What follows belongs to an exercise in optimizing a design on an open flow for small area and a short achievable clock period; a production flow would make more cautious choices.
In this exercise RTL edits were held to simulation tests only and were not proved equivalent to the original.
Power and IR drop assume default switching activity.

S:
==> flow/design.v (excerpt) <==
module fetch_unit #(
    parameter int DEPTH = 32
) (
    input  logic        clk,
    input  logic        rst,
    input  logic        stall,
    input  logic        mem_stall,
    input  logic        resolve_branch,
    input  logic        resolve_taken,
    input  logic        resolve_mispredict,
    input  logic [31:0] resolve_branch_pc,
    input  logic [31:0] resolve_dest,
    output logic [31:0] fetch_pc,
    output logic [31:0] fetch_npc,
    output logic [31:0] fetch_instr
);
==> module fetch_sequencer, before the edit <==
module fetch_sequencer #(
    parameter int DEPTH = 32
) (
    input  logic                     clk,
    input  logic                     rst,
    input  logic                     stall,
    input  logic                     mem_stall,
    input  logic                     mispredict,
    input  fetch_pkg::word_t         dest,
    output logic [3:0]               rom_lo,
    output logic [7:0]               rom_hi,
    input  fetch_pkg::word_t         instr_word,
    input  logic [DEPTH-1:0]         valid,
    output logic [DEPTH-1:0]         any_sel,
    output logic [DEPTH-1:0]         rd_sel,
    input  logic [1:0][31:0]         rd_half_n,
    output fetch_pkg::word_t         fetch_pc,
    output fetch_pkg::word_t         fetch_npc,
    output fetch_pkg::word_t         fetch_instr
);
    localparam int IDX_W = $clog2(DEPTH);
    fetch_pkg::word_t fetch_addr;
    logic [IDX_W-1:0] fetch_idx;
    logic [3:0]       dec_lo;
    logic [7:0]       dec_hi;
    logic             load_en;
    assign fetch_addr = mispredict ? dest : fetch_npc;
    assign fetch_idx  = fetch_addr[IDX_W-1:0];
    assign load_en  = !mem_stall && (mispredict || !stall);
    index_predecode u_dec (
        .idx (fetch_idx),
        .en  (load_en),
        .lo  (dec_lo),
        .hi  (dec_hi)
    );
    assign rom_lo = dec_lo;
    assign rom_hi = dec_hi;
    always_comb begin
        for (int i = 0; i < DEPTH; i++) begin
            any_sel[i] = dec_lo[i % 4] && dec_hi[i / 4];
            rd_sel[i]  = valid[i] && dec_lo[i % 4] && dec_hi[i / 4];
        end
    end
    always_ff @(posedge clk or posedge rst) begin
        if (rst) begin
            fetch_pc <= '0;
        end else if (load_en) begin
            fetch_pc <= fetch_addr;
        end
    end
    always_ff @(posedge clk or posedge rst) begin
        if (rst) begin
            fetch_npc   <= '0;
            fetch_instr <= '0;
        end else begin
            fetch_npc   <= ~(rd_half_n[0] & rd_half_n[1] & ~(fetch_npc & {32{!load_en}}));
            fetch_instr <= instr_word | (fetch_instr & {32{!load_en}});
        end
    end
endmodule
Settings: LEC_CHECK=0, CAP_MARGIN=20, CORE_MARGIN=2, CORE_UTILIZATION=60, SETUP_SLACK_MARGIN=2.9, SLEW_MARGIN=20, SYNTH_HIERARCHICAL=1, SYNTH_MINIMUM_KEEP_SIZE=0, TNS_END_PERCENT=5; clock period 5.0 ns.
standard.sh (not shown) runs the stock make flow with config.mk's settings and CLKGATE_MAP_FILE= SYNTH_SCRIPT=/design/flow/synth_recipe.tcl, a recipe that flattens the netlist after the stock synthesis.
==> flow/flow/run.sh <==
#!/bin/bash
# The standard layout (the standard.sh, standard synthesis unchanged) with
# two changes made through ORFS's own environment hooks:
#  - port buffers are buf_2 cells rather than the slow delay cells that
#    buffer_ports picks by default;
#  - clock tree: larger sink clusters and no dummy loads.
# ORFS's per-step logs go to orfs/logs/; make's whole output to standard.log.
set -euo pipefail
export BUFFER_PORTS_ARGS="-buffer_cell sky130_fd_sc_hd__buf_2"
export CTS_ARGS="-sink_clustering_enable -repair_clock_nets -dont_use_dummy_load -sink_clustering_size 24 -sink_clustering_max_diameter 80"
bash standard.sh > standard.log 2>&1
Both conditions hold for S: the flow ran to the end and the final layout passed the timing, DRC and antenna checks.
Input-level comparison between R and S:
diff --git a/flow/design.v b/flow/design.v
--- a/flow/design.v
+++ b/flow/design.v
@@ -161,5 +161,5 @@
     logic [7:0]       dec_hi;
     logic             load_en;
-    assign fetch_addr = mispredict ? dest : fetch_npc;
+    assign fetch_addr = mispredict ? dest : npc_q;
     assign fetch_idx  = fetch_addr[IDX_W-1:0];
     assign load_en  = !mem_stall && (mispredict || !stall);
@@ -185,13 +185,22 @@
         end
     end
-    always_ff @(posedge clk or posedge rst) begin
-        if (rst) begin
-            fetch_npc   <= '0;
+    fetch_pkg::word_t npc_q;
+    fetch_pkg::word_t npc_nxt;
+    assign npc_nxt = ~(rd_half_n[0] & rd_half_n[1] & ~(npc_q & {32{!load_en}}));
+    always_ff @(posedge clk or posedge rst) begin
+        if (rst) begin
+            npc_q       <= '0;
             fetch_instr <= '0;
         end else begin
-            fetch_npc   <= ~(rd_half_n[0] & rd_half_n[1] & ~(fetch_npc & {32{!load_en}}));
+            npc_q       <= npc_nxt;
             fetch_instr <= instr_word | (fetch_instr & {32{!load_en}});
         end
     end
+    port_reg u_npc_out (
+        .clk (clk),
+        .rst (rst),
+        .d   (npc_nxt),
+        .q   (fetch_npc)
+    );
 endmodule
 module index_predecode (
@@ -207,4 +216,18 @@
         for (int i = 0; i < 8; i++) begin
             hi[i] = en && (idx[4:2] == 3'(i));
+        end
+    end
+endmodule
+module port_reg (
+    input  logic             clk,
+    input  logic             rst,
+    input  fetch_pkg::word_t d,
+    output fetch_pkg::word_t q
+);
+    always_ff @(posedge clk or posedge rst) begin
+        if (rst) begin
+            q <= '0;
+        end else begin
+            q <= d;
         end
     end
In R, final worst hold slack is lower than in S.
Portion of netlist area occupied by mux cells essentially unchanged between R and S.
Vias: R more than S
Between S and R, the flow reports reported combinational group power decreasing by a few percent.
R ends up with lower switching power share of the total than S does.
For leakage power, R and S come out practically identical.
On setup slack after layout, R and S are basically level.
Number of clock buffer instances in the layout for R: 2 up relative to S
Between R and S, it is R whose sequential share of cell area is higher, by 1.5 points.

==> afterwards: timing with drivers on the ports <==
In the flow no input, the clock included, has a driving cell. The finished layouts below were timed again as built, in two steps.
Step 1: set_driving_cell puts a clkbuf_16 on clk and a buf_2 on each other input, an assumption about the parent block.
Step 2 also shifts input and output timing later by t, the mid clock arrival at the registers, as if the neighbouring blocks saw the same clock.
a / b / c = ideal ports / drivers / drivers and shift; a / b = the first two.
| run | shift t [ns] | slack for setup (ns) | worst hold slack (ns) | slew at the worst register clock pin (ns) |
|---|---|---|---|---|
| S | 0.717 | 2.320 / 2.250 / 1.533 | 0.478 / 0.478 / 0.478 | 0.10 / 0.10 |
| R | 0.718 | 2.321 / 2.248 / 1.530 | 0.472 / 0.472 / 0.472 | 0.10 / 0.10 |
After both steps setup and hold are still met in every run listed. The setup slack of R, which loses most, moves by -0.073 ns with the drivers and by -0.791 ns with both steps.
